Context: an optimization exercise on an open-source flow, tuned for small area. The choices shown serve that exercise and are no tape-out recipe. At most, simulation tests tie the RTL to the original design; equivalence was not proved. The RTL of runs 1 to 5 was laid out without a check of its function. No activity file was given, so power comes from the tool's default toggle rates.

==> flow/design.v <==
`default_nettype none
package rv32_pkg;
    localparam logic [6:0] OPC_OP     = 7'b0110011;
    localparam logic [6:0] OPC_OP_IMM = 7'b0010011;
    localparam logic [6:0] OPC_LUI    = 7'b0110111;
    localparam logic [6:0] OPC_AUIPC  = 7'b0010111;
    localparam logic [6:0] OPC_BRANCH = 7'b1100011;
    localparam logic [6:0] OPC_JAL    = 7'b1101111;
    localparam logic [6:0] OPC_JALR   = 7'b1100111;
endpackage
`default_nettype wire
`timescale 1ns/1ns
`default_nettype none
module rv32i_core #(
    parameter logic [31:0] RESET_PC = '0
) (
    input  logic             clk,
    input  logic             rst,
    output logic [31:0]      imem_addr,
    input  logic [31:0]      imem_data,
    output logic             wb_valid,
    output logic [4:0]       wb_rd,
    output logic [31:0]      wb_data
);
    localparam logic [2:0] S_FETCH = 3'd0;   
    localparam logic [2:0] S_LD2   = 3'd1;   
    localparam logic [2:0] S_K0    = 3'd2;   
    localparam logic [2:0] S_K1    = 3'd3;
    localparam logic [2:0] S_K2    = 3'd4;
    localparam logic [2:0] S_K3    = 3'd5;
    logic [4:0] p;
    logic [2:0] st;
    logic       clr;       
    logic       last;      
    assign last = &p;
    logic [31:0] ins;
    logic [2:0]  f3;
    logic [4:0]  rd;
    logic        is_op, is_opimm, is_lui, is_auipc, is_br, is_jal, is_jalr;
    logic        is_alu, is_shift, is_slt, is_jump, writes, rdnz, uses2;
    assign ins      = imem_data;
    assign f3       = ins[14:12];
    assign rd       = ins[11:7];
    assign is_op    = ins[6:0] == rv32_pkg::OPC_OP;
    assign is_opimm = ins[6:0] == rv32_pkg::OPC_OP_IMM;
    assign is_lui   = ins[6:0] == rv32_pkg::OPC_LUI;
    assign is_auipc = ins[6:0] == rv32_pkg::OPC_AUIPC;
    assign is_br    = ins[6:0] == rv32_pkg::OPC_BRANCH;
    assign is_jal   = ins[6:0] == rv32_pkg::OPC_JAL;
    assign is_jalr  = ins[6:0] == rv32_pkg::OPC_JALR;
    assign is_alu   = is_op || is_opimm;
    assign is_shift = is_alu && f3[1:0] == 2'b01;
    assign is_slt   = is_alu && f3[2:1] == 2'b01;
    assign is_jump  = is_jal || is_jalr;
    assign writes   = is_alu || is_lui || is_auipc || is_jump;
    assign rdnz     = rd != 5'd0;
    assign uses2    = is_op || is_br;
    logic f_ld2, f_exec, f_cmp, f_copy, f_shift, f_wb, f_npc;
    always_comb begin
        f_ld2   = 1'b0;
        f_exec  = 1'b0;
        f_cmp   = 1'b0;
        f_copy  = 1'b0;
        f_shift = 1'b0;
        f_wb    = 1'b0;
        f_npc   = 1'b0;
        if (!clr) begin
            f_ld2 = st == S_LD2;
            if (is_shift) begin
                f_copy  = st == S_K0;
                f_shift = st == S_K1;
                f_wb    = st == S_K2;
                f_npc   = st == S_K3;
            end else if (is_slt) begin
                f_cmp   = st == S_K0;
                f_exec  = st == S_K1;
                f_npc   = st == S_K2;
            end else if (is_br) begin
                f_cmp   = st == S_K0;
                f_npc   = st == S_K1;
            end else begin
                f_exec  = st == S_K0;
                f_npc   = st == S_K1;
            end
        end
    end
    always_ff @(posedge clk) begin
        if (rst) begin
            p   <= 5'd0;
            st  <= S_FETCH;
            clr <= 1'b1;
        end else begin
            p <= p + 5'd1;
            if (last) begin
                clr <= 1'b0;
                if (clr || f_npc) st <= S_FETCH;
                else if (st == S_FETCH) st <= uses2 ? S_LD2 : S_K0;
                else st <= st + 3'd1;
            end
        end
    end
    logic [31:0] rbit;        
    logic        rd_we;       
    logic        rd_in;       
    logic [3:0]  wsel_hi;     
    logic [7:0]  wsel_lo;     
    assign rbit[0] = 1'b0;
    always_comb begin
        for (int i = 0; i < 4; i++) wsel_hi[i] = clr || (rd_we && rd[4:3] == i[1:0]);
        for (int i = 0; i < 8; i++) wsel_lo[i] = clr || rd[2:0] == i[2:0];
    end
    for (genvar r = 1; r < 32; r++) begin : g_reg
        logic [31:0] ring;
        always_ff @(posedge clk) begin
            ring <= {(wsel_hi[r / 8] && wsel_lo[r % 8]) ? (rd_in && !clr) : ring[0],
                     ring[31:1]};
        end
        assign rbit[r] = ring[0];
    end
    logic [4:0] sel;
    logic       ra;
    always_comb begin
        if (f_ld2) sel = ins[24:20];
        else if (f_wb || (f_npc && is_jalr && rdnz)) sel = rd;
        else sel = ins[19:15];
    end
    assign ra = rbit[sel];
    logic [31:1] pc;
    logic [31:0] pc_full;
    logic        pc_bit;
    logic        load;
    logic [31:0] bw;           
    logic        bw_in;
    logic [31:0] bw_next;
    assign pc_full   = {pc, 1'b0};
    assign pc_bit    = pc_full[p];
    assign load      = (clr || f_npc) && last;
    assign bw_next   = {bw_in, bw[31:1]};
    assign imem_addr = {pc, 1'b0};
    always_ff @(posedge clk) begin
        if (load) pc <= bw_next[31:1];
        bw <= bw_next;
    end
    logic fmt_i, fmt_u, fmt_b, fmt_j;
    logic imm;
    assign fmt_u = is_lui || is_auipc;
    assign fmt_b = is_br;
    assign fmt_j = is_jal;
    assign fmt_i = !(fmt_u || fmt_b || fmt_j);
    always_comb begin
        if (p == 5'd0) begin
            imm = fmt_i && ins[20];
        end else if (p <= 5'd4) begin
            imm = fmt_b ? ins[7 + p] : (!fmt_u && ins[20 + p]);
        end else if (p <= 5'd10) begin
            imm = !fmt_u && ins[20 + p];
        end else if (p == 5'd11) begin
            imm = fmt_b ? ins[7] : fmt_j ? ins[20] : (fmt_i && ins[31]);
        end else if (p <= 5'd19) begin
            imm = (fmt_u || fmt_j) ? ins[p] : ins[31];
        end else begin
            imm = fmt_u ? ins[p] : ins[31];
        end
    end
    logic take;
    logic use_pc, use_four, sub;
    logic a, b, bx, cin, sum, cout;
    logic carry;
    logic neq;
    logic cond;                
    assign take = is_jump || (is_br && cond);
    assign use_pc   = f_npc ? !(take && is_jalr) : (is_auipc || is_jump);
    assign use_four = f_npc ? !take : is_jump;
    assign sub      = f_cmp || (f_exec && is_op && f3 == 3'b000 && ins[30]);
    assign a    = use_pc ? pc_bit : ra;
    assign b    = use_four ? (p == 5'd2) : (uses2 && !f_npc) ? bw[0] : imm;
    assign bx   = b ^ sub;
    assign cin  = (p == 5'd0) ? sub : carry;
    assign sum  = a ^ bx ^ cin;
    assign cout = (a & bx) | (a & cin) | (bx & cin);
    logic lt_s, lt_u, eq, cond_d;
    assign lt_u = !cout;
    assign lt_s = (a ^ b) ? a : !cout;
    assign eq   = !(neq || (a ^ b));
    always_comb begin
        case (f3)
            3'b000:  cond_d = is_br && eq;
            3'b001:  cond_d = is_br && !eq;
            3'b010:  cond_d = !is_br && lt_s;
            3'b011:  cond_d = !is_br && lt_u;
            3'b100:  cond_d = lt_s;
            3'b101:  cond_d = !lt_s;
            3'b110:  cond_d = lt_u;
            default: cond_d = !lt_u;
        endcase
    end
    always_ff @(posedge clk) begin
        carry <= cout;
        neq   <= (p != 5'd0 && neq) || (a ^ b);
        if (last && f_cmp) cond <= cond_d;
        else if (last && f_copy) cond <= a;
    end
    logic [4:0] sh;
    logic       left, arith;
    logic [4:0] tap;
    logic       valid;
    logic       shres;
    assign left  = !f3[2];
    assign arith = ins[30];
    assign tap   = left ? (5'd0 - sh) : sh;
    assign valid = left ? (p >= sh) : ({1'b0, p} + {1'b0, sh} <= 6'd31);
    assign shres = valid ? bw[tap] : (!left && arith && cond);
    always_ff @(posedge clk) begin
        if (f_copy && p < 5'd5) sh <= {b, sh[4:1]};
    end
    logic res;
    always_comb begin
        if (is_lui) begin
            res = b;
        end else if (is_slt) begin
            res = (p == 5'd0) && cond;
        end else if (is_alu) begin
            case (f3)
                3'b100:  res = a ^ b;
                3'b110:  res = a | b;
                3'b111:  res = a & b;
                default: res = sum;
            endcase
        end else begin
            res = sum;
        end
    end
    always_comb begin
        rd_we = 1'b0;
        rd_in = res;
        bw_in = res;
        if (clr) begin
            bw_in = 1'b0;
        end else if (f_ld2) begin
            bw_in = ra;
        end else if (f_exec) begin
            rd_we = writes;
            if (is_jalr) rd_in = ra;
        end else if (f_copy) begin
            bw_in = ra;
        end else if (f_shift) begin
            rd_we = 1'b1;
            rd_in = shres;
            bw_in = bw[0];
        end else if (f_wb) begin
            bw_in = ra;
        end else if (f_npc) begin
            rd_we = is_jalr;
            rd_in = bw[0];
            bw_in = sum;
        end
    end
    assign wb_valid = f_npc && p == 5'd0 && writes && rdnz;
    assign wb_rd    = rd;
    assign wb_data  = bw;
endmodule
`default_nettype wire
==> flow/flow/run.sh <==
#!/bin/bash
# Standard layout; CTS with large sink clusters, no dummy loads; small port buffers
export CTS_ARGS="-sink_clustering_enable -repair_clock_nets -dont_use_dummy_load -sink_clustering_size 36 -sink_clustering_max_diameter 50 -buf_list {sky130_fd_sc_hd__clkbuf_16}"
export BUFFER_PORTS_ARGS="-buffer_cell sky130_fd_sc_hd__buf_1"
bash standard.sh > standard.log 2>&1
==> flow/standard.sh <==
#!/bin/bash
# synth_recipe.tcl (not shown) runs the flow's synth.tcl, then flattens the netlist and writes it again
# the make line also repeats each setting of config.mk as NAME=value (left out here)
make -C /OpenROAD-flow-scripts/flow DESIGN_CONFIG=/design/flow/config.mk WORK_HOME=/design/flow/orfs CLKGATE_MAP_FILE= SYNTH_SCRIPT=/design/flow/synth_recipe.tcl "${@:-finish}"
==> flow/config.mk <==
export PLATFORM = sky130hd
export DESIGN_NAME = rv32i_core
export DESIGN_NICKNAME = rv32i_core
export VERILOG_FILES = /design/flow/design.v
export SDC_FILE = /design/flow/constraint.sdc
export NUM_CORES = 4
export LEC_CHECK = 0
export ABC_AREA = 1
export CAP_MARGIN = 20
export CORE_MARGIN = 2
export CORE_UTILIZATION = 40
export SLEW_MARGIN = 20
==> flow/constraint.sdc <==
create_clock -name core_clock -period 8.5 [get_ports {clk}]
set_input_delay 1.7000 -clock core_clock [delete_from_list [all_inputs] [get_ports {clk}]]
set_output_delay 1.7000 -clock core_clock [all_outputs]
set_load 0.01 [all_outputs]
==> results of run 1 <==
## logic make-up (layout without fill, tap and decap cells)
logic type               count (synthesis)  count (layout)  share of synthesized area
other                                    1               3                  0.0001460
XOR/XNOR                                 4               4                   0.001363
AND/OR/NAND/NOR                        439             439                    0.07407
AO/OA/AOI/OAI                          178             178                    0.04110
buffers and inverters                  135             266                    0.02216
flip-flops                            1072            1072                     0.8497
adder cells (fa/ha/maj)                 23              23                    0.01149
## worst max-delay path, delay by kind of cell
kind                     cells  cell delay, ns
AND/OR/NAND/NOR             20            2.50
adder cells (fa/ha/maj)      1            0.58
AO/OA/AOI/OAI                4            0.49
buffers and inverters        4            0.94
## cell usage in the layout, fill, tap and decap left out, drive strengths merged, types with 4 or more instances in the layout
cell    Yosys  final
nor4        4      4
buf        17    106
nor2      145    145
a211oi      4      4
edfxtp     37     37
xor2        4      4
o211ai      9      9
o31ai       7      7
inv       101    101
o21ai      89     89
clkbuf     16     58
ha         22     22
nand2     200    200
nand3      71     71
dfxtp    1035   1035
a21oi      35     35
nand4       8      8
nor3        9      9
a31oi      10     10
## how the worst min path moves through the flow
stage	slack, ns	from	to
finish	0.25	g_reg[9].ring[27]	g_reg[9].ring[26]
floorplan	0.31	g_reg[10].ring[1]	g_reg[10].ring[0]
detailed placement	0.31	g_reg[16].ring[14]	g_reg[16].ring[13]
CTS	0.25	g_reg[9].ring[27]	g_reg[9].ring[26]
global placement	0.31	g_reg[30].ring[22]	g_reg[30].ring[21]
global route	0.26	g_reg[9].ring[27]	g_reg[9].ring[26]
## registers in the layout (all words and copies together) (netlist names)
signal,count
clr,1
sh,5
carry,1
p,5
neq,1
g.ring,992
bw,32
st,3
cond,1
pc,31
## per-stage QoR
step	util	hold slack, ns	setup slack (ns)	total power, uW
2_1_floorplan	-	0.3096	3.438	5269
3_3_place_gp	0.4261	0.3101	2.346	5323
3_5_place_dp	0.4261	0.3121	2.223	5322
4_1_cts	0.4491	0.2475	2.815	7891
5_1_grt	0.4491	0.2587	2.315	8084
6_report	0.4491	0.2517	2.764	7797
## metal layers
metal  up-vias  routed length [microns]
li1       6126                        -
met1      5783                    20620
met2       260                    17530
met3       112                     2281
met4         0                     1756
met5         -                        0
## power groups by stage
stage / logic, uW / clock network [uW] / registers (uW)
after floorplan: 102 / 0 / 5170
after global placement: 153 / 0 / 5170
after detailed placement: 153 / 0 / 5170
after CTS: 154 / 2680 / 5050
after global routing: 173 / 2860 / 5050
final: 155 / 2590 / 5050
## cell type report
| class | count | share of cell area |
|---|---|---|
| flip-flops and latches | 1072 | 0.7678 |
| multi-input cells | 645 | 0.1158 |
| clock buffers | 58 | 0.05104 |
| well taps | 846 | 0.03723 |
| repair buffers | 106 | 0.01452 |
| inverters | 102 | 0.01346 |
| diodes | 2 | 0.0001760 |
==> results by group, run 1 <==
Synth
  – Top-area cell type share of the netlist area: 0.8064
  – Count leader, synth: dfxtp_1
  – Ranking of synthesized cells by area: dfxtp_1 81%, edfxtp_1 4.3%, nand2_1 2.8%
  – Syn Inst Count: 1852
  – Synth cell count leaders: 1035 x dfxtp_1, 192 x nand2_1, 139 x nor2_1, 91 x inv_1, 85 x o21ai_0
  – Distinct cells, synth: 54
  – Warnings, synthesis: 1
  – Synthesized flop and latch total: 1072
  – Sequential area share after synthesis: 0.8497
  – Synth Cell Area: 0.02569 sq mm
  – Post-synth EDFFs: 37
  – Leading area contributor after synthesis: dfxtp_1
  – Avg Inst Size Synth: 13.87 sq um
  – Fraction of registers with async set/reset: 0
  – Main synth FF type: dfxtp_1

Floorplanning
  – Die W: 257.4 microns
  – # rows: 92
  – Die area: 0.06628 sq mm
  – Die Y: 257.4 microns
  – Initial Util: 0.4058
  – Core box area: 0.06331 sq mm
  – I/O pins: 104

Worst setup path
  – Critical Path Most Common Cell: nand2_1
  – Slowest cell on crit path: fa_1
  – Reg2reg end: g_reg[9].ring[31]
  – Crit. End Element: flip-flop
  – Crit. Startpoint: imem_data[9]
  – Worst stage delay on the critical path: 0.58 ns
  – CP endpoint: g_reg[9].ring[31]
  – Flop2flop setup slack: 3.63 ns
  – CP max FO: 31
  – Crit path DAT: 6.22 ns
  – FF-to-FF Start: p[2]
  – Reg2reg path depth: 28
  – Critical path launch point type: input pin
  – Worst Path Required: 8.99 ns
  – Crit Path Class: input pin to flip-flop

Timing
  – Max Fclk: 174.3 MHz
  – Skew final: 0.1575 ns
  – Fin. Hold Viols: 0
  – Slew @ Worst Pin: 0.7878 ns
  – Worst slew margin: 0.4729
  – RSZ-0062 raised after global routing: no
  – Min Tclk post-route: 5.736 ns
  – Endpoints failing setup: 0
  – Setup_tns: 0 ns
  – Final Max Slew Viols: 0
  – Final Cycle Share: 0.6748

Global route
  – Global routing usage on met2: 0.1842
  – GR peak layer: met2
  – Grt met3 use: 0.02857
  – M1 GR Usage: 0.1791
  – First-pass GRT wire length: 66250 microns
  – Initial antenna violation count: 3
  – Largest net degree at the start of global routing: 39
  – Global route overflow: 0
  – GRT Total Usage: 0.1268
  – Vias in the first global route: 12070

CTS
  – Clock Latency Late Sink: 0.68 ns
  – CTS resizes: 0
  – # Post-CTS Setup Buffers: 0
  – CTS sink cnt: 1072
  – Root Buffer: clkbuf_16
  – H-Tree Depth: 2
  – TritonCTS buffer count: 58
  – Clock Path Buffers: 3
  – Clk slew on worst S/H paths: 0.10 ns
  – TritonCTS clock tree: built
  – Hold_buf cts: 0

Final layout
  – Filler cell count: 5655
  – NumNets Final: 2042
  – Final cell count without fillers: 2831
  – Fraction of layout cells with a size suffix above 1: 0.04942
  – Cell area after layout: 0.02843 sq mm
  – Reg area: 0.02183 sq mm
  – Area Overhead vs Synth: 10.67%
  – Area of the multi-input gates: 0.003293 sq mm

Detailed routing
  – Via/cell ratio: 4.338
  – Via count: 12280
  – Drt pass-1 iters: 7
  – Antenna violation net count after detailed routing: 0
  – # DRC: 0
  – Wire length per cell: 14.90 microns
  – Initial DRC Count: 718
  – WL final: 42180 microns

Placed design
  – Post-DP HPWL: 28410 microns
  – Placed Instances: 2771
  – Final Wtd Congestion: 0.8939
  – Port bufs: 102
  – Area of placed instances: 0.02698 sq mm

Power
  – Net Sw Power: 1498 uW
  – Switching share of total power: 0.1922
  – P_leak: 0.01138 uW
  – Clk network pwr share: 0.332
  – Internal Pwr Total: 6299 uW
  – Power per cell area: 274.2 mW/mm^2
  – IR drop worst, VDD: 0.1634 mV
  – Sequential power share: 0.648
  – Gate power share: 0.020

Hold path
  – Worst Hold Class: flip-flop to flip-flop
  – WHS Path Cells: 0

Run status
  – Run status: finished clean

Run
  – # Max-Cap Violations: 0
==> run 2: changes to the inputs <==
==> flow/flow/run.sh (replaced) <==
#!/bin/bash
# Standard layout; CTS with large sink clusters, no dummy loads; small port buffers
export CTS_ARGS="-sink_clustering_enable -repair_clock_nets -dont_use_dummy_load -sink_clustering_size 28 -sink_clustering_max_diameter 100 -buf_list {sky130_fd_sc_hd__clkbuf_16}"
export BUFFER_PORTS_ARGS="-buffer_cell sky130_fd_sc_hd__buf_1"
bash standard.sh > standard.log 2>&1
==> results by group, run 2 <==
Floorplanning
  – Die W: 257.4 microns (unchanged)
  – Die area: 0.06628 sq mm (unchanged)
  – Core box area: 0.06331 sq mm (unchanged)
  – # rows: 92 (unchanged)
  – Die Y: 257.4 microns (unchanged)
  – Initial Util: 0.4058 (unchanged)
  – I/O pins: 104 (unchanged)

CTS
  – TritonCTS buffer count: 45 (-22%)
  – CTS resizes: 0 (unchanged)
  – Clock Latency Late Sink: 0.60 ns (-0.08 ns)
  – TritonCTS clock tree: built
  – # Post-CTS Setup Buffers: 0 (unchanged)
  – CTS sink cnt: 1072 (unchanged)
  – Clock Path Buffers: 3 (unchanged)
  – Clk slew on worst S/H paths: 0.09 ns (about the same)
  – Hold_buf cts: 0 (unchanged)
  – Root Buffer: clkbuf_16
  – H-Tree Depth: 2 (unchanged)

Worst setup path
  – Critical Path Most Common Cell: nand2_1
  – Critical path launch point type: input pin
  – Crit. End Element: flip-flop
  – Crit path DAT: 6.23 ns (about the same)
  – Slowest cell on crit path: fa_1
  – Worst Path Required: 9.00 ns (about the same)
  – Worst stage delay on the critical path: 0.58 ns (about the same)
  – CP max FO: 31 (unchanged)
  – Crit Path Class: input pin to flip-flop

Detailed routing
  – Via count: 12220 (-0.52%)
  – Wire length per cell: 14.81 microns (-0.62%)
  – Initial DRC Count: 749 (+4.3%)
  – Antenna violation net count after detailed routing: 0 (unchanged)
  – Via/cell ratio: 4.337 (about the same)
  – Drt pass-1 iters: 5 (-2)
  – # DRC: 0 (unchanged)
  – WL final: 41720 microns (-1.1%)

Synth
  – Warnings, synthesis: 1 (unchanged)
  – Avg Inst Size Synth: 13.87 sq um (unchanged)
  – Post-synth EDFFs: 37 (unchanged)
  – Fraction of registers with async set/reset: 0 (unchanged)
  – Synth Cell Area: 0.02569 sq mm (unchanged)
  – Count leader, synth: dfxtp_1
  – Syn Inst Count: 1852 (unchanged)
  – Ranking of synthesized cells by area: dfxtp_1 81%, edfxtp_1 4.3%, nand2_1 2.8%
  – Synthesized flop and latch total: 1072 (unchanged)
  – Sequential area share after synthesis: 0.8497 (unchanged)
  – Top-area cell type share of the netlist area: 0.8064 (unchanged)
  – Main synth FF type: dfxtp_1
  – Distinct cells, synth: 54 (unchanged)
  – Synth cell count leaders: 1035 x dfxtp_1, 192 x nand2_1, 139 x nor2_1, 91 x inv_1, 85 x o21ai_0
  – Leading area contributor after synthesis: dfxtp_1

Hold path
  – Worst Hold Class: flip-flop to flip-flop

Final layout
  – Area Overhead vs Synth: 9.394%
  – Largest registers: g.ring: 992 flops, bw: 32 flops, pc: 31 flops
  – Final cell count without fillers: 2817 (-0.49%)
  – NumNets Final: 2029 (-0.64%)
  – Commonest cells after routing, fill and taps aside: 1035 x dfxtp_1, 192 x nand2_1, 139 x nor2_1
  – Most flop-heavy register: g.ring
  – Max FFs per register: 992 (unchanged)
  – Most common cell after layout, fill and taps aside: dfxtp_1
  – Fraction of layout cells with a size suffix above 1: 0.04315 (-0.006273)

Timing
  – Min Tclk post-route: 5.730 ns (-0.005730 ns)
  – Worst slew margin: 0.4603 (-0.01254)
  – Endpoints failing setup: 0 (unchanged)
  – Setup_tns: 0 ns (unchanged)
  – Slew @ Worst Pin: 0.8065 ns (+0.01874 ns)
  – Skew final: 0.07656 ns (-0.08098 ns)
  – Final Cycle Share: 0.6741 (about the same)
  – Max Fclk: 174.5 MHz (+0.10%)
  – Fin. Hold Viols: 0 (unchanged)
  – RSZ-0062 raised after global routing: no
  – Final Max Slew Viols: 0 (unchanged)

Placed design
  – Port bufs: 102 (unchanged)
  – Final Wtd Congestion: 0.8939 (unchanged)
  – Placed Instances: 2771 (unchanged)
  – Post-DP HPWL: 28410 microns (unchanged)

Power
  – Power per cell area: 266.5 mW/mm^2 (-2.8%)
  – P_leak: 0.01122 uW (-1.4%)
  – IR drop worst, VDD: 0.1608 mV (-1.6%)

Global route
  – Vias in the first global route: 11910 (-1.3%)
  – M1 GR Usage: 0.1795 (+0.0003854)
  – GRT Total Usage: 0.1256 (-0.001205)
  – First-pass GRT wire length: 65670 microns (-0.87%)
  – Initial antenna violation count: 2 (-1)
  – Largest net degree at the start of global routing: 39 (unchanged)
  – Global routing usage on met2: 0.1834 (-0.0008214)
  – Grt met3 use: 0.02817 (-0.0003940)
  – Global route overflow: 0 (unchanged)
  – GR peak layer: met2

Run status
  – Run status: finished clean

Run
  – # Max-Cap Violations: 0 (unchanged)
[run 2: cell counts after synthesis]
No cell type changed its count.
[run 2: metrics by stage]
step / total power, uW / cell area [sq um] / utilization / worst slack, ns / hold slack, ns
global placement: 5323 / 26980 / 0.4261 / 2.346 / 0.3101
finish: 7490 / 28110 / 0.4440 / 2.770 / 0.2875
detailed placement: 5322 / 26980 / 0.4261 / 2.223 / 0.3121
CTS: 7582 / 28100 / 0.4439 / 2.810 / 0.2806
floorplan: 5269 / 25690 / - / 3.438 / 0.3096
global route: 7771 / 28100 / 0.4439 / 2.312 / 0.2832
[run 2: where the power goes]
group / internal, uW / total (uW) / switching, uW / leakage [uW]
clock: 952 / 2280 / 1330 / 0.000555
combinational: 46.9 / 155 / 109 / 0.00200
sequential: 5050 / 5050 / 5.11 / 0.00867
[run 2: layer usage]
layer | wire length, microns | share of wire
met3 | 2047 | 0.049
met4 | 1647 | 0.039
met1 | 20700 | 0.50
met5 | 0 | 0
met2 | 17320 | 0.42
[run 2: logic make-up after synthesis]
kind of cell / after synthesis / share of synthesized area
AND/OR/NAND/NOR: 439 / 0.07407
flip-flops: 1072 / 0.8497
XOR/XNOR: 4 / 0.001363
buffers and inverters: 135 / 0.02216
AO/OA/AOI/OAI: 178 / 0.04110
other: 1 / 0.0001460
adder cells (fa/ha/maj): 23 / 0.01149
[run 2: worst paths after layout]
check	startpoint	end	slack [ns]	depth (start not counted)
setup / recovery	imem_data[9]	g_reg[9].ring[31]	2.77	29
hold / removal	g_reg[12].ring[15]	g_reg[12].ring[14]	0.29	0
setup reg to reg	st[1]	g_reg[9].ring[31]	3.65	28
hold reg to reg	g_reg[12].ring[15]	g_reg[12].ring[14]	0.29	0
[run 2: critical path: cells and delay by family]
| family | cells | cell delay (ns) |
|---|---|---|
| and+or+nand+nor | 20 | 2.50 |
| buffers and inverters | 4 | 0.95 |
| adders and majority gates | 1 | 0.58 |
| AOI/OAI and AO/OA | 4 | 0.49 |
[run 2: layout make-up]
cell class              instances  area, sq um
repair buffers                106        412.9
inverters                     102        382.9
clock buffers                  45         1126
diodes                          1        2.502
multi-input cells             645         3293
fillers                      5703        35200
flip-flops and latches       1072        21830
well taps                     846         1059
==> run 3: changes to the inputs <==
--- a/flow/design.v
+++ b/flow/design.v
@@ -126,5 +126,5 @@
     end
     assign ra = rbit[sel];
-    logic [31:1] pc;
+    logic [13:2] pc;
     logic [31:0] pc_full;
     logic        pc_bit;
@@ -133,11 +133,11 @@
     logic        bw_in;
     logic [31:0] bw_next;
-    assign pc_full   = {pc, 1'b0};
+    assign pc_full   = {18'd0, pc, 2'b00};
     assign pc_bit    = pc_full[p];
     assign load      = (clr || f_npc) && last;
     assign bw_next   = {bw_in, bw[31:1]};
-    assign imem_addr = {pc, 1'b0};
-    always_ff @(posedge clk) begin
-        if (load) pc <= bw_next[31:1];
+    assign imem_addr = pc_full;
+    always_ff @(posedge clk) begin
+        if (load) pc <= bw_next[13:2];
         bw <= bw_next;
     end
==> results by group, run 3 <==
Power
  – IR drop worst, VDD: 0.1862 mV (+16%)
  – Design Power: 7308 uW (-2.4%)
  – P_leak: 0.01098 uW (-2.2%)
  – Power per cell area: 267.7 mW/mm^2 (+0.46%)

Floorplanning
  – Core box area: 0.06183 sq mm (-2.3%)
  – I/O pins: 104 (unchanged)
  – Die Y: 254.4 microns (-1.2%)
  – # rows: 91 (-1.1%)
  – Die area: 0.06473 sq mm (-2.3%)
  – Initial Util: 0.4057 (about the same)
  – Die W: 254.4 microns (-1.2%)

CTS
  – H-Tree Depth: 2 (unchanged)
  – Clk slew on worst S/H paths: 0.10 ns (about the same)
  – Root Buffer: clkbuf_16
  – CTS sink cnt: 1053 (-1.8%)
  – # Post-CTS Setup Buffers: 0 (unchanged)
  – TritonCTS clock tree: built
  – Clock Latency Late Sink: 0.59 ns (about the same)
  – Clock Path Buffers: 3 (unchanged)
  – TritonCTS buffer count: 43 (-4.4%)
  – Hold_buf cts: 0 (unchanged)
  – CTS resizes: 0 (unchanged)

Timing
  – Worst slew margin: 0.3684 (-0.09192)
  – RSZ-0062 raised after global routing: no
  – Max Fclk: 174.0 MHz (-0.32%)
  – Setup_tns: 0 ns (unchanged)
  – Hold slack: 0.2915 ns (+0.004047 ns)
  – Fin. Hold Viols: 0 (unchanged)
  – Final Max Slew Viols: 0 (unchanged)
  – Slew @ Worst Pin: 0.9235 ns (+0.1170 ns)
  – Min Tclk post-route: 5.749 ns (+0.01849 ns)
  – Endpoints failing setup: 0 (unchanged)
  – Final Cycle Share: 0.6763 (+0.002175)
  – Skew final: 0.04672 ns (-0.02985 ns)

Global route
  – GRT Total Usage: 0.1206 (-0.004901)
  – Initial antenna violation count: 1 (-1)
  – Global route overflow: 0 (unchanged)
  – Largest net degree at the start of global routing: 40 (+2.6%)
  – Vias in the first global route: 11080 (-6.9%)
  – First-pass GRT wire length: 60780 microns (-7.4%)

Worst setup path
  – Critical Path Most Common Cell: nand3_1
  – Crit. End Element: flip-flop
  – Crit path DAT: 6.18 ns (-0.05 ns)
  – CP max FO: 31 (unchanged)
  – Crit Path Class: input pin to flip-flop
  – Critical path launch point type: input pin
  – Worst stage delay on the critical path: 0.42 ns (-0.16 ns)
  – Slowest cell on crit path: nand2_4
  – Worst Path Required: 8.93 ns (-0.07 ns)

Final layout
  – Max FFs per register: 992 (unchanged)
  – Commonest cells after routing, fill and taps aside: 1035 x dfxtp_1, 172 x nand2_1, 86 x nor2_1
  – Area Overhead vs Synth: 8.824%
  – Cell area after layout: 0.02730 sq mm (-2.9%)
  – Core Util, Final: 0.4415 (-0.002450)
  – Largest registers: g.ring: 992 flops, bw: 32 flops, pc: 12 flops
  – Most common cell after layout, fill and taps aside: dfxtp_1
  – Fraction of layout cells with a size suffix above 1: 0.06670 (+0.02356)
  – Filler cell count: 5482 (-3.9%)
  – Reg area: 0.02126 sq mm (-2.6%)
  – Area of the multi-input gates: 0.003256 sq mm (-1.1%)
  – NumNets Final: 1918 (-5.5%)
  – Most flop-heavy register: g.ring

Synth
  – Post-synth EDFFs: 18 (-51%)
  – Leading area contributor after synthesis: dfxtp_1
  – Distinct cells, synth: 55 (+1.9%)
  – Synth Cell Area: 0.02508 sq mm (-2.4%)
  – Ranking of synthesized cells by area: dfxtp_1 83%, nand2_1 2.6%, edfxtp_1 2.2%
  – Warnings, synthesis: 1 (unchanged)
  – Main synth FF type: dfxtp_1
  – Top-area cell type share of the netlist area: 0.8261 (+0.01963)
  – Avg Inst Size Synth: 14.28 sq um (+2.9%)
  – Sequential area share after synthesis: 0.8476 (-0.002063)
  – Fraction of registers with async set/reset: 0 (unchanged)
  – Synthesized flop and latch total: 1053 (-1.8%)
  – Count leader, synth: dfxtp_1
  – Syn Inst Count: 1757 (-5.1%)
  – Synth cell count leaders: 1035 x dfxtp_1, 172 x nand2_1, 86 x nor2_1, 76 x nand3_1, 66 x inv_1

Detailed routing
  – Via/cell ratio: 4.232 (-2.4%)
  – M1 wire length: 19630 microns (-5.2%)
  – Via count: 11420 (-6.5%)
  – # DRC: 0 (unchanged)
  – Met3 routed WL: 1511 microns (-26%)
  – Routed met2 length: 16060 microns (-7.3%)
  – Drt pass-1 iters: 5 (unchanged)
  – Wire length per cell: 14.22 microns (-4.0%)
  – WL final: 38370 microns (-8.0%)
  – Initial DRC Count: 638 (-15%)
  – Antenna violation net count after detailed routing: 0 (unchanged)
  – Top Layer Used: met4

Placed design
  – Post-DP HPWL: 25490 microns (-10%)
  – Final Wtd Congestion: 0.8600 (-3.8%)
  – Port bufs: 83 (-19%)
  – Area of placed instances: 0.02621 sq mm (-2.8%)

Run status
  – Run status: finished clean

Run
  – # Max-Cap Violations: 0 (unchanged)

Hold path
  – Worst Hold Class: flip-flop to flip-flop
-- run 3: cell types whose count changed in the layout (fill, tap and decap cells not counted), moves of 19 or more --
| cell | change |
|---|---|
| o21ai_0 | -28 |
| o21ai_2 | +32 |
| conb_1 | +19 |
| edfxtp_1 | -19 |
| nand2_1 | -20 |
| inv_1 | -24 |
| nor2_1 | -53 |
| buf_1 | -19 |
-- run 3: metrics by stage --
step | instances | setup WS [ns]
after floorplan | 1776 | 3.600
after global placement | 2653 | 2.277
after detailed placement | 2653 | 2.220
after CTS | 2696 | 2.830
after global routing | 2696 | 2.297
final | 2699 | 2.751
-- run 3: final timing paths --
| kind | start | to | cells after the start | slack, ns |
|---|---|---|---|---|
| max reg2reg | clr | g_reg[31].ring[31] | 23 | 3.07 |
| min | g_reg[25].ring[3] | g_reg[25].ring[2] | 0 | 0.29 |
| max | imem_data[12] | g_reg[31].ring[31] | 29 | 2.75 |
| min reg2reg | g_reg[25].ring[3] | g_reg[25].ring[2] | 0 | 0.29 |
-- run 3: per-layer routing --
metal / GRT usage / up-vias
met2: 0.1784 / 180
li1: - / 5747
met3: 0.02327 / 73
met5: 0 / -
met1: 0.1747 / 5421
met4: 0.04605 / 0
-- run 3: worst max-delay path, delay by kind of cell --
family / cells / cell delay (ns)
buffers and inverters: 3 / 0.48
adders and majority gates: 1 / 0.34
AOI/OAI and AO/OA: 5 / 0.77
and+or+nand+nor: 20 / 2.84
-- run 3: final cells by class --
cell class                      instances  share of cell area
Sequential cell                      1053              0.7789
Multi-Input combinational cell        597              0.1193
Tap cell                              837             0.03837
Antenna cell                            3           0.0002750
Inverter                               76             0.01045
Timing Repair Buffer                   90             0.01334
Clock buffer                           43             0.03942
-- run 3: kinds of logic (layout without fill, tap and decap cells) --
kind of cell | Yosys count | after routing | synth area share
compound gates | 173 | 173 | 0.04539
xor+xnor | 4 | 4 | 0.001397
fa+ha+maj | 23 | 23 | 0.01177
buf+inv | 126 | 209 | 0.02544
flops | 1053 | 1053 | 0.8476
mux | 1 | 1 | 0.0003991
other cells | 1 | 23 | 0.0001495
simple gates | 376 | 376 | 0.06784
-- run 3: report_power, final --
group	switching [uW]	internal, uW	leakage [uW]
Clock	1310	912	0.000530
Combinational	98.7	41.7	0.00196
Sequential	4.33	4950	0.00849
Total	1410	5900	0.0110
==> run 4: changes to the inputs <==
==> flow/flow/run.sh (replaced) <==
#!/bin/bash
# Standard layout with three changes:
#  - ABC maps for area only (map -a) instead of the buffering/sizing area script;
#    registers are mapped before ABC runs, so they are the standard synthesis's
#  - CTS builds large sink clusters of clkbuf_16 and adds no dummy loads
#  - ports are buffered with buf_1
set -euo pipefail
cp -r "$FLOW_HOME/scripts" ./myscripts
printf 'strash\ndch\nmap -a\nstrash\ndch\nmap -a\ntopo\n' > ./myscripts/abc_area.script
export CTS_ARGS="-sink_clustering_enable -repair_clock_nets -dont_use_dummy_load -sink_clustering_size 28 -sink_clustering_max_diameter 100 -buf_list {sky130_fd_sc_hd__clkbuf_16}"
export BUFFER_PORTS_ARGS="-buffer_cell sky130_fd_sc_hd__buf_1"
bash standard.sh finish SCRIPTS_DIR="$PWD/myscripts" > standard.log 2>&1
==> results by group, run 4 <==
Run status
  – Run status: finished clean

Floorplanning
  – Die Y: 251.3 microns (-1.2%)
  – I/O pins: 104 (unchanged)
  – Core box area: 0.06036 sq mm (-2.4%)
  – Initial Util: 0.4053 (about the same)
  – Die W: 251.3 microns (-1.2%)
  – # rows: 90 (-1.1%)
  – Die area: 0.06315 sq mm (-2.4%)

Synth
  – Ranking of synthesized cells by area: dfxtp_1 85%, nor2_1 2.6%, edfxtp_1 2.2%
  – Fraction of registers with async set/reset: 0 (unchanged)
  – Synth Cell Area: 0.02446 sq mm (-2.5%)
  – Sequential area share after synthesis: 0.8691 (+0.02146)
  – Synth cell count leaders: 1035 x dfxtp_1, 168 x nor2_1, 93 x clkinv_1, 77 x a21oi_1, 75 x o21ai_0
  – Distinct cells, synth: 34 (-38%)
  – Avg Inst Size Synth: 14.51 sq um (+1.6%)
  – Count leader, synth: dfxtp_1
  – Leading area contributor after synthesis: dfxtp_1
  – Warnings, synthesis: 1 (unchanged)
  – Syn Inst Count: 1686 (-4.0%)
  – Post-synth EDFFs: 18 (unchanged)
  – Main synth FF type: dfxtp_1
  – Top-area cell type share of the netlist area: 0.8470 (+0.02091)
  – Synthesized flop and latch total: 1053 (unchanged)

CTS
  – Root Buffer: clkbuf_16
  – Hold_buf cts: 0 (unchanged)
  – Clock Path Buffers: 3 (unchanged)
  – CTS resizes: 0 (unchanged)
  – TritonCTS buffer count: 44 (+2.3%)
  – CTS sink cnt: 1053 (unchanged)
  – Clk slew on worst S/H paths: 0.09 ns (about the same)
  – TritonCTS clock tree: built
  – # Post-CTS Setup Buffers: 0 (unchanged)
  – H-Tree Depth: 2 (unchanged)
  – Clock Latency Late Sink: 0.61 ns (+0.02 ns)

Detailed routing
  – Antenna violation net count after detailed routing: 0 (unchanged)
  – Via count: 11150 (-2.4%)
  – Wire length per cell: 14.83 microns (+4.3%)
  – Drt pass-1 iters: 5 (unchanged)
  – WL final: 38520 microns (+0.39%)
  – Initial DRC Count: 581 (-8.9%)
  – # DRC: 0 (unchanged)
  – Via/cell ratio: 4.293 (+1.4%)

Hold path
  – Hold endpoint: g_reg[13].ring[18]
  – WHS Path Cells: 0 (unchanged)
  – Min-Delay Startpoint: g_reg[13].ring[19]
  – Worst Hold Class: flip-flop to flip-flop

Worst setup path
  – FF-to-FF Start: st[0]
  – Worst Path Required: 8.92 ns (about the same)
  – Critical path launch point type: input pin
  – Worst stage delay on the critical path: 0.37 ns (-0.05 ns)
  – CP max FO: 31 (unchanged)
  – Slowest cell on crit path: o31ai_1
  – Crit. End Element: flip-flop
  – CP bufs+invs: 6 (+3)
  – Flop2flop setup slack: 1.90 ns (-1.17 ns)
  – Crit Path Class: input pin to flip-flop
  – Reg2reg end: g_reg[22].ring[31]
  – Crit path DAT: 8.11 ns (+1.93 ns)
  – Critical Path Most Common Cell: nand2_1
  – Reg2reg path depth: 35 (+52%)
  – Family with the most delay on the worst path: compound AO/OA/AOI/OAI gates

Timing
  – RSZ-0062 raised after global routing: no
  – Worst slew margin: 0.3181 (-0.05033)
  – Slew @ Worst Pin: 1.018 ns (+0.09462 ns)
  – Final Max Slew Viols: 0 (unchanged)
  – Max Fclk: 130.1 MHz (-25%)
  – Skew final: 0.04837 ns (+0.001658 ns)
  – Setup_tns: 0 ns (unchanged)
  – Endpoints failing setup: 0 (unchanged)
  – Fin. Hold Viols: 0 (unchanged)
  – Min Tclk post-route: 7.688 ns (+1.939 ns)
  – Final Cycle Share: 0.9045 (+0.2281)
  – Hold slack: 0.2920 ns (+0.0005210 ns)

Placed design
  – Area of placed instances: 0.02571 sq mm (-1.9%)
  – Post-DP HPWL: 25730 microns (+0.95%)
  – Final Wtd Congestion: 0.9154 (+6.4%)
  – Placed Instances: 2553 (-3.8%)
  – Port bufs: 83 (unchanged)

Final layout
  – Antenna Cells: 0 (-3)
  – Commonest cells after routing, fill and taps aside: 1035 x dfxtp_1, 167 x nor2_1, 93 x clkinv_1
  – Max FFs per register: 992 (unchanged)
  – Core Util, Final: 0.4443 (+0.002817)
  – Final cell count without fillers: 2597 (-3.8%)
  – Fraction of layout cells with a size suffix above 1: 0.03140 (-0.03530)
  – Area Overhead vs Synth: 9.626%
  – NumNets Final: 1874 (-2.3%)
  – Largest registers: g.ring: 992 flops, bw: 32 flops, pc: 12 flops
  – Cell area after layout: 0.02682 sq mm (-1.8%)
  – Most common cell after layout, fill and taps aside: dfxtp_1
  – Most flop-heavy register: g.ring

Power
  – IR drop worst, VDD: 0.1917 mV (+3.0%)
  – P_leak: 0.01046 uW (-4.7%)
  – Power per cell area: 273.9 mW/mm^2 (+2.3%)

Global route
  – Largest net degree at the start of global routing: 36 (-10%)
  – Initial antenna violation count: 3 (+2)
  – Global route overflow: 0 (unchanged)
  – GRT Total Usage: 0.1215 (+0.0008458)
  – Vias in the first global route: 10860 (-2.1%)
  – First-pass GRT wire length: 59920 microns (-1.4%)

Run
  – # Max-Cap Violations: 0 (unchanged)
-- run 4: cells by family (layout without fill, tap and decap cells) --
| family | count (synthesis) | after routing | share of synthesized area |
|---|---|---|---|
| DFF | 1053 | 1053 | 0.8691 |
| and+or+nand+nor | 260 | 260 | 0.04143 |
| AOI/OAI and AO/OA | 227 | 227 | 0.05391 |
| buffers and inverters | 118 | 228 | 0.02194 |
| adders and majority gates | 23 | 23 | 0.01207 |
| xor gates and xnor gates | 4 | 4 | 0.001432 |
| other | 1 | 20 | 0.0001533 |
-- run 4: routing by layer --
layer | wire length, microns | GRT usage | vias to the layer above | share of wire
met4 | 1099 | 0.04354 | 0 | 0.029
met1 | 20360 | 0.1827 | 5227 | 0.53
met3 | 1853 | 0.02620 | 72 | 0.048
li1 | - | - | 5616 | -
met5 | 0 | 0 | - | 0
met2 | 15200 | 0.1710 | 233 | 0.39
-- run 4: through the flow --
step	setup WS (ns)	power [uW]
after global placement	0.4011	5208
after detailed placement	0.2833	5208
after CTS	0.8723	7434
after floorplan	0.7917	5160
final	0.8121	7346
after global routing	0.004856	7618
-- run 4: report_power, final --
part           internal [uW]  total [uW]  switching [uW]
combinational           45.0         144            99.2
sequential              4950        4950            4.88
clock                    932        2250            1320
total                   5920        7350            1420
-- run 4: final cells by class --
class                   count  area (sq um)
fillers                  5393         33540
repair buffers             91         371.6
clock buffers              44          1101
inverters                  93         349.1
multi-input cells         534          2758
well taps                 782         978.4
flip-flops and latches   1053         21260
-- run 4: worst max path at each step --
stage,to,start,depth (start not counted),slack [ns]
after floorplan,g_reg[10].ring[31],imem_data[4],34,0.79
after global placement,g_reg[26].ring[31],imem_data[1],36,0.40
after detailed placement,g_reg[8].ring[31],imem_data[1],36,0.28
after CTS,g_reg[5].ring[31],imem_data[1],36,0.87
after global routing,g_reg[14].ring[31],imem_data[1],36,0.005
final,g_reg[22].ring[31],imem_data[1],36,0.81
==> run 5: changes to the inputs <==
--- a/flow/design.v
+++ b/flow/design.v
@@ -29,9 +29,11 @@
     localparam logic [2:0] S_K2    = 3'd4;
     localparam logic [2:0] S_K3    = 3'd5;
+    localparam logic [2:0] S_CLR   = 3'd7;   
     logic [4:0] p;
     logic [2:0] st;
-    logic       clr;       
+    logic       clr;
     logic       last;      
     assign last = &p;
+    assign clr  = st == S_CLR;
     logic [31:0] ins;
     logic [2:0]  f3;
@@ -88,10 +90,8 @@
         if (rst) begin
             p   <= 5'd0;
-            st  <= S_FETCH;
-            clr <= 1'b1;
+            st  <= S_CLR;
         end else begin
             p <= p + 5'd1;
             if (last) begin
-                clr <= 1'b0;
                 if (clr || f_npc) st <= S_FETCH;
                 else if (st == S_FETCH) st <= uses2 ? S_LD2 : S_K0;
@@ -167,11 +167,11 @@
     logic a, b, bx, cin, sum, cout;
     logic carry;
-    logic neq;
     logic cond;                
     assign take = is_jump || (is_br && cond);
     assign use_pc   = f_npc ? !(take && is_jalr) : (is_auipc || is_jump);
     assign use_four = f_npc ? !take : is_jump;
-    assign sub      = f_cmp || (f_exec && is_op && f3 == 3'b000 && ins[30]);
-    assign a    = use_pc ? pc_bit : ra;
+    assign sub      = f_cmp || (f_exec && is_op && f3 == 3'b000 && ins[30])
+                      || (f_copy && !f3[2]);
+    assign a    = use_pc ? pc_bit : (ra && !f_copy);
     assign b    = use_four ? (p == 5'd2) : (uses2 && !f_npc) ? bw[0] : imm;
     assign bx   = b ^ sub;
@@ -182,5 +182,5 @@
     assign lt_u = !cout;
     assign lt_s = (a ^ b) ? a : !cout;
-    assign eq   = !(neq || (a ^ b));
+    assign eq   = !(cond || (a ^ b));
     always_comb begin
         case (f3)
@@ -197,20 +197,19 @@
     always_ff @(posedge clk) begin
         carry <= cout;
-        neq   <= (p != 5'd0 && neq) || (a ^ b);
-        if (last && f_cmp) cond <= cond_d;
-        else if (last && f_copy) cond <= a;
-    end
-    logic [4:0] sh;
+        if (f_cmp) cond <= last ? cond_d : ((p != 5'd0 && cond) || (a ^ b));
+        else if (last && f_copy) cond <= ra;
+    end
+    logic [4:0] tap;
     logic       left, arith;
-    logic [4:0] tap;
+    logic       in_range;    
     logic       valid;
     logic       shres;
-    assign left  = !f3[2];
-    assign arith = ins[30];
-    assign tap   = left ? (5'd0 - sh) : sh;
-    assign valid = left ? (p >= sh) : ({1'b0, p} + {1'b0, sh} <= 6'd31);
-    assign shres = valid ? bw[tap] : (!left && arith && cond);
-    always_ff @(posedge clk) begin
-        if (f_copy && p < 5'd5) sh <= {b, sh[4:1]};
+    assign left   = !f3[2];
+    assign arith  = ins[30];
+    assign in_range = p <= ~tap;
+    assign valid  = left ? (!in_range || tap == 5'd0) : in_range;
+    assign shres  = valid ? bw[tap] : (!left && arith && cond);
+    always_ff @(posedge clk) begin
+        if (f_copy && p < 5'd5) tap <= {sum, tap[4:1]};
     end
     logic res;
==> results by group, run 5 <==
Synth
  – Sequential area share after synthesis: 0.8749 (+0.005881)
  – Count leader, synth: dfxtp_1
  – Leading area contributor after synthesis: dfxtp_1
  – Post-synth EDFFs: 18 (unchanged)
  – Main synth FF type: dfxtp_1
  – Top-area cell type share of the netlist area: 0.8527 (+0.005690)
  – Syn Inst Count: 1651 (-2.1%)
  – Synth cell count leaders: 1033 x dfxtp_1, 158 x nor2_1, 77 x a21oi_1, 77 x nand2_1, 69 x clkinv_1
  – Distinct cells, synth: 43 (+26%)
  – Fraction of registers with async set/reset: 0 (unchanged)
  – Ranking of synthesized cells by area: dfxtp_1 85%, nor2_1 2.4%, edfxtp_1 2.2%
  – Avg Inst Size Synth: 14.69 sq um (+1.2%)
  – Synth Cell Area: 0.02425 sq mm (-0.86%)
  – Warnings, synthesis: 1 (unchanged)
  – Synthesized flop and latch total: 1051 (-0.19%)

Detailed routing
  – WL final: 38150 microns (-0.97%)
  – Drt pass-1 iters: 5 (unchanged)
  – Via/cell ratio: 4.335 (+0.98%)
  – # DRC: 0 (unchanged)
  – Initial DRC Count: 535 (-7.9%)
  – Antenna violation net count after detailed routing: 0 (unchanged)
  – Via count: 11100 (-0.46%)
  – Wire length per cell: 14.90 microns (+0.46%)

Global route
  – First-pass GRT wire length: 60110 microns (+0.31%)
  – Largest net degree at the start of global routing: 32 (-11%)
  – GRT Total Usage: 0.1223 (+0.0008236)
  – Initial antenna violation count: 1 (-2)
  – Global route overflow: 0 (unchanged)
  – Vias in the first global route: 10580 (-2.5%)

Hold path
  – Worst Hold Class: flip-flop to flip-flop

CTS
  – Hold_buf cts: 0 (unchanged)
  – Clock Path Buffers: 3 (unchanged)
  – CTS sink cnt: 1051 (-0.19%)
  – TritonCTS buffer count: 43 (-2.3%)
  – TritonCTS clock tree: built
  – Clock Latency Late Sink: 0.59 ns (-0.02 ns)
  – Root Buffer: clkbuf_16
  – Clk slew on worst S/H paths: 0.10 ns (about the same)
  – H-Tree Depth: 2 (unchanged)

Final layout
  – Max FFs per register: 992 (unchanged)
  – Area Overhead vs Synth: 9.580% (about the same)
  – Most flop-heavy register: g.ring
  – Largest registers: g.ring: 992 flops, bw: 32 flops, pc: 12 flops
  – Commonest cells after routing, fill and taps aside: 1033 x dfxtp_1, 158 x nor2_1, 83 x buf_1
  – Most common cell after layout, fill and taps aside: dfxtp_1
  – Final cell count without fillers: 2560 (-1.4%)
  – NumNets Final: 1829 (-2.4%)
  – Area of the multi-input gates: 0.002680 sq mm (-2.8%)
  – Reg area: 0.02122 sq mm (-0.19%)
  – Fraction of layout cells with a size suffix above 1: 0.03320 (+0.001797)
  – Filler cell count: 5396 (+0.056%)

Placed design
  – Port bufs: 83 (unchanged)
  – Final Wtd Congestion: 0.8567 (-6.4%)
  – Pre-CTS setup slack: -0.02948 ns (-0.3127 ns)
  – Placed Instances: 2516 (-1.4%)
  – Post-DP HPWL: 24970 microns (-3.0%)

Floorplanning
  – Core box area: 0.06013 sq mm (-0.37%)
  – Die W: 250.2 microns (-0.42%)
  – Die area: 0.06262 sq mm (-0.85%)
  – I/O pins: 104 (unchanged)
  – # rows: 90 (unchanged)
  – Die Y: 250.2 microns (-0.42%)
  – Initial Util: 0.4033 (-0.001978)

Worst setup path
  – Crit. End Element: flip-flop
  – Worst Path Required: 9.00 ns (+0.08 ns)
  – CP max FO: 16 (-48%)
  – Worst stage delay on the critical path: 0.48 ns (+0.11 ns)
  – Crit path DAT: 8.17 ns (+0.06 ns)
  – Slowest cell on crit path: fa_1
  – Family with the most delay on the worst path: compound AO/OA/AOI/OAI gates
  – Crit Path Class: input pin to flip-flop
  – CP bufs+invs: 9 (+3)
  – Critical path launch point type: input pin

Power
  – IR drop worst, VDD: 0.1551 mV (-19%)
  – Power per cell area: 275.0 mW/mm^2 (+0.39%)
  – P_leak: 0.01027 uW (-1.9%)

Timing
  – Skew final: 0.03003 ns (-0.01834 ns)
  – Max Fclk: 130.3 MHz (+0.20%)
  – Final Cycle Share: 0.9027 (-0.001781)
  – Fin. Hold Viols: 0 (unchanged)
  – Slew @ Worst Pin: 0.9833 ns (-0.03482 ns)
  – Min Tclk post-route: 7.673 ns (-0.01514 ns)
  – Worst slew margin: 0.3414 (+0.02332)
  – Final Max Slew Viols: 0 (unchanged)
  – RSZ-0062 raised after global routing: no
  – Endpoints failing setup: 0 (unchanged)
  – Final worst slack: 0.8272 ns (+0.01514 ns)

Run
  – # Max-Cap Violations: 0 (unchanged)

Run status
  – Run status: finished clean
[run 5: cell types whose count changed in the layout (fill, tap and decap cells not counted), moves of 7 or more]
cell	delta
nand2_1	+11
clkinv_1	-25
nor3_1	+10
a31oi_1	-8
nor2_1	-9
ha_1	-7
o21ai_0	-17
[run 5: power by group]
group	switching [uW]	internal (uW)	leakage (uW)
clock network	1320	912	0.000530
registers	3.64	4930	0.00848
logic	94.9	42.0	0.00126
total	1420	5890	0.0103
[run 5: per-layer routing]
metal | up-vias | GRT usage | wire length (microns)
met5 | - | 0 | 0
met1 | 5295 | 0.1914 | 20570
met4 | 0 | 0.03918 | 847
li1 | 5521 | - | -
met2 | 222 | 0.1679 | 14840
met3 | 59 | 0.02390 | 1890
[run 5: worst paths after layout]
check / from / end / slack [ns] / depth (start not counted)
worst max-delay path: imem_data[3] / bw[31] / 0.83 / 38
worst min-delay path: g_reg[17].ring[13] / g_reg[17].ring[12] / 0.30 / 0
worst max register to register: st[0] / bw[31] / 2.25 / 31
worst min register to register: g_reg[17].ring[13] / g_reg[17].ring[12] / 0.30 / 0
[run 5: kinds of logic (layout without fill, tap and decap cells)]
| group | Yosys count | count (layout) | synth area share |
|---|---|---|---|
| and+or+nand+nor | 277 | 277 | 0.04566 |
| xor gates and xnor gates | 2 | 2 | 0.0007224 |
| adders and majority gates | 16 | 16 | 0.008564 |
| AOI/OAI and AO/OA | 210 | 210 | 0.05154 |
| DFF | 1051 | 1051 | 0.8749 |
| buffers and inverters | 94 | 201 | 0.01842 |
| other | 1 | 21 | 0.0001546 |
[run 5: what timing repair did]
action | 4_1_cts | 5_1_grt
resized for setup | 0 | 2
setup buffers | 0 | 0
setup endpoints to repair | 0 | 32
[run 5: layout make-up]
type / count / area share
Clock buffer: 43 / 0.04049
Timing Repair Buffer: 89 / 0.01342
Inverter: 69 / 0.009887
Tap cell: 782 / 0.03682
Sequential cell: 1051 / 0.7985
Multi-Input combinational cell: 525 / 0.1008
Antenna cell: 1 / 0.00009416
[run 5: metrics by stage]
| stage | hold WS [ns] | instance area (sq um) | setup TNS (ns) | utilization | power (uW) |
|---|---|---|---|---|---|
| detailed placement | 0.3121 | 25480 | -0.02948 | 0.4238 | 5189 |
| global placement | 0.3098 | 25480 | 0 | 0.4237 | 5190 |
| global route | 0.3093 | 26570 | 0 | 0.4419 | 7601 |
| finish | 0.3046 | 26580 | 0 | 0.4420 | 7308 |
| floorplan | 0.3096 | 24320 | 0 | - | 5145 |
| CTS | 0.3023 | 26560 | 0 | 0.4417 | 7408 |
==> run 6: changes to the inputs <==
--- a/flow/design.v
+++ b/flow/design.v
@@ -148,17 +148,27 @@
     assign fmt_j = is_jal;
     assign fmt_i = !(fmt_u || fmt_b || fmt_j);
+    logic [3:0]  k_hi;
+    logic        m_hi, m_mid, m_b;
+    logic [1:0]  k_b;
+    assign k_hi  = p[4] ? p[3:0] : {p[3] ^ p[2], !p[2], p[1:0]};
+    assign m_hi  = ins[16 + k_hi];
+    assign m_mid = p[2] ? ins[12 + p[1:0]] : ins[16 + p[1:0]];
+    assign k_b   = p[1:0] - 2'd1;
+    assign m_b   = ins[8 + k_b];
     always_comb begin
         if (p == 5'd0) begin
-            imm = fmt_i && ins[20];
+            imm = fmt_i && m_hi;
         end else if (p <= 5'd4) begin
-            imm = fmt_b ? ins[7 + p] : (!fmt_u && ins[20 + p]);
+            imm = fmt_b ? m_b : (!fmt_u && m_hi);
         end else if (p <= 5'd10) begin
-            imm = !fmt_u && ins[20 + p];
+            imm = !fmt_u && m_hi;
         end else if (p == 5'd11) begin
             imm = fmt_b ? ins[7] : fmt_j ? ins[20] : (fmt_i && ins[31]);
         end else if (p <= 5'd19) begin
-            imm = (fmt_u || fmt_j) ? ins[p] : ins[31];
+            imm = (fmt_u || fmt_j) ? m_mid : ins[31];
+        end else if (p <= 5'd30) begin
+            imm = fmt_u ? m_hi : ins[31];
         end else begin
-            imm = fmt_u ? ins[p] : ins[31];
+            imm = ins[31];
         end
     end
--- a/flow/config.mk
+++ b/flow/config.mk
@@ -9,4 +9,5 @@
 export CAP_MARGIN = 20
 export CORE_MARGIN = 2
-export CORE_UTILIZATION = 40
+export CORE_UTILIZATION = 65
+export PLACE_DENSITY = 0.75
 export SLEW_MARGIN = 20
==> results by group, run 6 <==
Power
  – Design Power: 7353 uW (+0.61%)
  – P_leak: 0.01029 uW (+0.26%)
  – Power per cell area: 282.0 mW/mm^2 (+2.5%)
  – IR drop worst, VDD: 0.2674 mV (+72%)

Global route
  – First-pass GRT wire length: 64630 microns (+7.5%)
  – Global route overflow: 0 (unchanged)
  – GRT Total Usage: 0.2225 (+0.1002)
  – Largest net degree at the start of global routing: 32 (unchanged)
  – Initial antenna violation count: 2 (+1)
  – Vias in the first global route: 11370 (+7.4%)

Timing
  – Endpoints failing setup: 0 (unchanged)
  – Hold slack: 0.2818 ns (-0.02282 ns)
  – Skew final: 0.05630 ns (+0.02627 ns)
  – Fin. Hold Viols: 0 (unchanged)
  – RSZ-0062 raised after global routing: no
  – Final Max Slew Viols: 0 (unchanged)
  – Max Fclk: 135.4 MHz (+3.9%)
  – Final Cycle Share: 0.8688 (-0.03386)
  – Setup_tns: 0 ns (unchanged)
  – Slew @ Worst Pin: 1.090 ns (+0.1064 ns)
  – Min Tclk post-route: 7.385 ns (-0.2878 ns)
  – Worst slew margin: 0.2701 (-0.07128)

CTS
  – Hold_buf cts: 0 (unchanged)
  – Clock Latency Late Sink: 0.61 ns (+0.02 ns)
  – Clock Path Buffers: 3 (unchanged)
  – CTS resizes: 0 (unchanged)
  – H-Tree Depth: 2 (unchanged)
  – TritonCTS clock tree: built
  – Root Buffer: clkbuf_16
  – CTS sink cnt: 1051 (unchanged)
  – # Post-CTS Setup Buffers: 0 (unchanged)
  – TritonCTS buffer count: 43 (unchanged)
  – Clk slew on worst S/H paths: 0.11 ns (about the same)

Floorplanning
  – Die W: 196.8 microns (-21%)
  – Initial Util: 0.6602 (+0.2569)
  – Die Y: 196.8 microns (-21%)
  – Core box area: 0.03661 sq mm (-39%)
  – I/O pins: 104 (unchanged)
  – Die area: 0.03874 sq mm (-38%)
  – # rows: 70 (-22%)

Final layout
  – Area of the multi-input gates: 0.002597 sq mm (-3.1%)
  – Area Overhead vs Synth: 7.874%
  – Final cell count without fillers: 2218 (-13%)
  – Commonest cells after routing, fill and taps aside: 1033 x dfxtp_1, 139 x nor2_1, 83 x buf_1
  – Most flop-heavy register: g.ring
  – NumNets Final: 1804 (-1.4%)
  – Core Util, Final: 0.7122 (+0.2702)
  – Max FFs per register: 992 (unchanged)
  – Filler cell count: 2273 (-58%)
  – Most common cell after layout, fill and taps aside: dfxtp_1
  – Fraction of layout cells with a size suffix above 1: 0.03146 (-0.001737)
  – Reg area: 0.02122 sq mm (unchanged)
  – Largest registers: g.ring: 992 flops, bw: 32 flops, pc: 12 flops

Worst setup path
  – Family with the most delay on the worst path: compound AO/OA/AOI/OAI gates
  – Critical path launch point type: input pin
  – Crit Path Class: input pin to flip-flop
  – Worst stage delay on the critical path: 0.58 ns (+0.10 ns)
  – Crit path DAT: 7.80 ns (-0.37 ns)
  – Worst Path Required: 8.92 ns (-0.08 ns)
  – CP bufs+invs: 8 (-1)
  – Crit. End Element: flip-flop
  – CP max FO: 31 (+15)
  – Slowest cell on crit path: fa_1

Run status
  – Run status: finished clean

Synth
  – Main synth FF type: dfxtp_1
  – Leading area contributor after synthesis: dfxtp_1
  – Synth Cell Area: 0.02417 sq mm (-0.34%)
  – Top-area cell type share of the netlist area: 0.8556 (+0.002913)
  – Warnings, synthesis: 1 (unchanged)
  – Count leader, synth: dfxtp_1
  – Synth cell count leaders: 1033 x dfxtp_1, 139 x nor2_1, 82 x nand2_1, 77 x a21oi_1, 66 x clkinv_1
  – Synthesized flop and latch total: 1051 (unchanged)
  – Avg Inst Size Synth: 14.88 sq um (+1.3%)
  – Distinct cells, synth: 41 (-4.7%)
  – Post-synth EDFFs: 18 (unchanged)
  – Ranking of synthesized cells by area: dfxtp_1 86%, edfxtp_1 2.2%, nor2_1 2.2%
  – Fraction of registers with async set/reset: 0 (unchanged)
  – Syn Inst Count: 1624 (-1.6%)
  – Sequential area share after synthesis: 0.8779 (+0.002989)

Detailed routing
  – Top Layer Used: met5
  – WL final: 41870 microns (+9.8%)
  – Met3 routed WL: 1589 microns (-16%)
  – Initial DRC Count: 561 (+4.9%)
  – M1 wire length: 19540 microns (-5.0%)
  – Drt pass-1 iters: 5 (unchanged)
  – Wire length per cell: 18.88 microns (+27%)
  – Routed met2 length: 19560 microns (+32%)
  – Via/cell ratio: 4.932 (+14%)
  – # DRC: 0 (unchanged)
  – Via count: 10940 (-1.4%)
  – Antenna violation net count after detailed routing: 0 (unchanged)

Placed design
  – Placed Instances: 2173 (-14%)
  – Final Wtd Congestion: 0.8823 (+3.0%)
  – Port bufs: 83 (unchanged)
  – Post-DP HPWL: 24840 microns (-0.52%)

Run
  – # Max-Cap Violations: 0 (unchanged)

Hold path
  – Worst Hold Class: flip-flop to flip-flop
## run 6: changes by cell type after synthesis, moves of 5 or more
cell     before  now
nand2_1      77   82
nor3_1       20   12
nor2_1      158  139
o21ai_0      58   46
## run 6: per-stage QoR
stage	worst slack, ns	area (sq um)
after floorplan	0.9671	24240
after global placement	0.6256	24990
after detailed placement	0.6367	24990
after CTS	1.212	26070
after global routing	0.2614	26070
final	1.115	26070
## run 6: metal layers
layer  up-vias  global-route usage
li1       5431                   -
met1      5225              0.3078
met2       198              0.3621
met3        83             0.03542
met4         2             0.07574
met5         -                   0
## run 6: path summary, 6_finish.rpt
path	endpoint	cells past startpoint	slack, ns	startpoint
worst max-delay path	g_reg[21].ring[31]	33	1.11	imem_data[4]
worst min-delay path	g_reg[9].ring[23]	0	0.28	g_reg[9].ring[24]
worst max register to register	g_reg[21].ring[31]	27	2.13	st[0]
worst min register to register	g_reg[9].ring[23]	0	0.28	g_reg[9].ring[24]
## run 6: cells by family after synthesis
family,count (synthesis),share of synthesized area
buf+inv,91,0.01801
fa+ha+maj,21,0.01108
compound gates,194,0.04799
flops,1051,0.8779
xor+xnor,2,0.0007248
simple gates,264,0.04410
other cells,1,0.0001551
## run 6: area by class of cell
cell class | count | share of cell area
repair buffers | 87 | 0.01310
clock buffers | 43 | 0.04127
flip-flops and latches | 1051 | 0.8139
well taps | 468 | 0.02246
multi-input cells | 501 | 0.09962
diodes | 2 | 0.0001919
inverters | 66 | 0.009501
## run 6: worst reg2reg max path, delay by kind of cell, from the launching register on
| family | cells | cell delay [ns] |
|---|---|---|
| AO/OA/AOI/OAI | 10 | 2.46 |
| adder cells (fa/ha/maj) | 3 | 1.22 |
| buffers and inverters | 6 | 1.17 |
| AND/OR/NAND/NOR | 8 | 1.02 |
| flip-flops | 1 | 0.34 |
## run 6: where the power goes
group | internal [uW] | switching, uW | leakage, uW
Combinational | 42.5 | 87.3 | 0.00128
Sequential | 4940 | 5.13 | 0.00848
Clock | 913 | 1370 | 0.000530
==> run 7: changes to the inputs <==
--- a/flow/config.mk
+++ b/flow/config.mk
@@ -9,5 +9,4 @@
 export CAP_MARGIN = 20
 export CORE_MARGIN = 2
-export CORE_UTILIZATION = 65
-export PLACE_DENSITY = 0.75
+export CORE_UTILIZATION = 40
 export SLEW_MARGIN = 20
==> results by group, run 7 <==
Run status
  – Run status: finished clean

Synth
  – Leading area contributor after synthesis: dfxtp_1
  – Ranking of synthesized cells by area: dfxtp_1 86%, edfxtp_1 2.2%, nor2_1 2.2%
  – Synthesized flop and latch total: 1051 (unchanged)
  – Fraction of registers with async set/reset: 0 (unchanged)
  – Syn Inst Count: 1624 (unchanged)
  – Synth Cell Area: 0.02417 sq mm (unchanged)

Hold path
  – Hold endpoint: g_reg[14].ring[13]
  – Worst Hold Class: flip-flop to flip-flop

CTS
  – CTS resizes: 0 (unchanged)
  – TritonCTS clock tree: built
  – Hold_buf cts: 0 (unchanged)
  – CTS sink cnt: 1051 (unchanged)
  – H-Tree Depth: 2 (unchanged)
  – # Post-CTS Setup Buffers: 0 (unchanged)

Worst setup path
  – Worst Path Required: 8.94 ns (+0.02 ns)
  – Crit. End Element: flip-flop
  – Reg2reg end: g_reg[16].ring[31]
  – FF-to-FF Start: st[0]
  – Slowest cell on crit path: o21ai_0

Final layout
  – Largest registers: g.ring: 992 flops, bw: 32 flops, pc: 12 flops
  – Most common cell after layout, fill and taps aside: dfxtp_1
  – Filler cell count: 5346 (+140%)
  – Cell area after layout: 0.02652 sq mm (+1.7%)
  – Final cell count without fillers: 2537 (+14%)

Detailed routing
  – Via count: 10830 (-0.99%)
  – # DRC: 0 (unchanged)
  – Antenna violation net count after detailed routing: 0 (unchanged)
  – Wire length per cell: 14.09 microns (-25%)

Global route
  – First-pass GRT wire length: 56810 microns (-12%)
  – Global route overflow: 0 (unchanged)
  – Vias in the first global route: 10360 (-8.8%)

Power
  – IR drop worst, VDD: 0.1279 mV (-52%)
  – Sequential power share: 0.675 (+0.003)
  – Clk network pwr share: 0.308 (-0.002)
  – Internal Pwr Total: 5910 uW (+0.31%)
  – Gate power share: 0.018 (about the same)
  – P_leak: 0.01033 uW (+0.34%)

Floorplanning
  – Die Y: 249.8 microns (+27%)
  – Initial Util: 0.4027 (-0.2575)
  – Core box area: 0.06002 sq mm (+64%)

Timing
  – Final Cycle Share: 0.9029 (+0.03408)
  – Final Max Slew Viols: 0 (unchanged)
  – Setup_tns: 0 ns (unchanged)
  – Endpoints failing setup: 0 (unchanged)
  – Max Fclk: 130.3 MHz (-3.8%)

Placed design
  – Port bufs: 83 (unchanged)
  – Placed Instances: 2492 (+15%)

Run
  – # Max-Cap Violations: 0 (unchanged)
-- run 7: cell counts after synthesis --
Identical to the previous run, type by type.
-- run 7: power by group through the flow --
stage | Clock (uW) | Sequential [uW] | Combinational, uW
2_1_floorplan | 0 | 5050 | 91.7
3_3_place_gp | 0 | 5050 | 127
3_5_place_dp | 0 | 5050 | 126
4_1_cts | 2350 | 4940 | 127
5_1_grt | 2520 | 4940 | 144
6_report | 2250 | 4940 | 129
-- run 7: worst max-delay path by stage --
stage / startpoint / to / cells past startpoint
2_1_floorplan: imem_data[4] / g_reg[10].ring[31] / 33
3_3_place_gp: imem_data[4] / g_reg[14].ring[31] / 34
3_5_place_dp: imem_data[4] / g_reg[8].ring[31] / 34
4_1_cts: imem_data[4] / g_reg[8].ring[31] / 34
5_1_grt: imem_data[4] / bw[31] / 37
6_report: imem_data[4] / g_reg[16].ring[31] / 34
-- run 7: metrics by stage --
stage / hold slack, ns / total power [uW] / setup WS, ns
final: 0.2993 / 7319 / 0.8253
after CTS: 0.3034 / 7413 / 0.9570
after detailed placement: 0.3121 / 5179 / 0.3707
after global routing: 0.3016 / 7609 / 0.2466
after global placement: 0.3096 / 5180 / 0.5658
after floorplan: 0.3096 / 5145 / 0.9671
-- run 7: layer usage --
metal	vias up	share of wire	routed length, microns	global-route usage
li1	5436	-	-	-
met1	5106	0.52	18710	0.1725
met2	232	0.41	14670	0.1649
met3	57	0.045	1613	0.02326
met4	0	0.021	755	0.03305
met5	-	0	0	0
-- run 7: cell families after synthesis --
| family | Yosys count | share of synthesized area |
|---|---|---|
| AO/OA/AOI/OAI | 194 | 0.04799 |
| XOR/XNOR | 2 | 0.0007248 |
| adder cells (fa/ha/maj) | 21 | 0.01108 |
| buffers and inverters | 91 | 0.01801 |
| flip-flops | 1051 | 0.8779 |
| other | 1 | 0.0001551 |
| AND/OR/NAND/NOR | 264 | 0.04410 |
-- run 7: final cells by class --
| type | count | area [sq um] | area share |
|---|---|---|---|
| Sequential cell | 1051 | 21220 | 0.8002 |
| Multi-Input combinational cell | 501 | 2590 | 0.09766 |
| Clock buffer | 44 | 1101 | 0.04152 |
| Tap cell | 782 | 978.4 | 0.03690 |
| Timing Repair Buffer | 92 | 379.1 | 0.01430 |
| Inverter | 66 | 247.7 | 0.009342 |
| Antenna cell | 1 | 2.502 | 0.00009436 |
-- run 7: critical path: cells and delay by family --
family,cells,cell delay [ns]
AO/OA/AOI/OAI,10,2.29
adder cells (fa/ha/maj),1,0.57
AND/OR/NAND/NOR,15,2.12
buffers and inverters,8,1.41

Re-timed with assumed drivers on the ports (clkbuf_16 on the clock, buf_2 on other inputs), run 7 has 0.832 ns of setup slack against 0.825 ns with ideal ports, and 0.220 ns once port delays also move by the mid clock arrival of 0.612 ns.
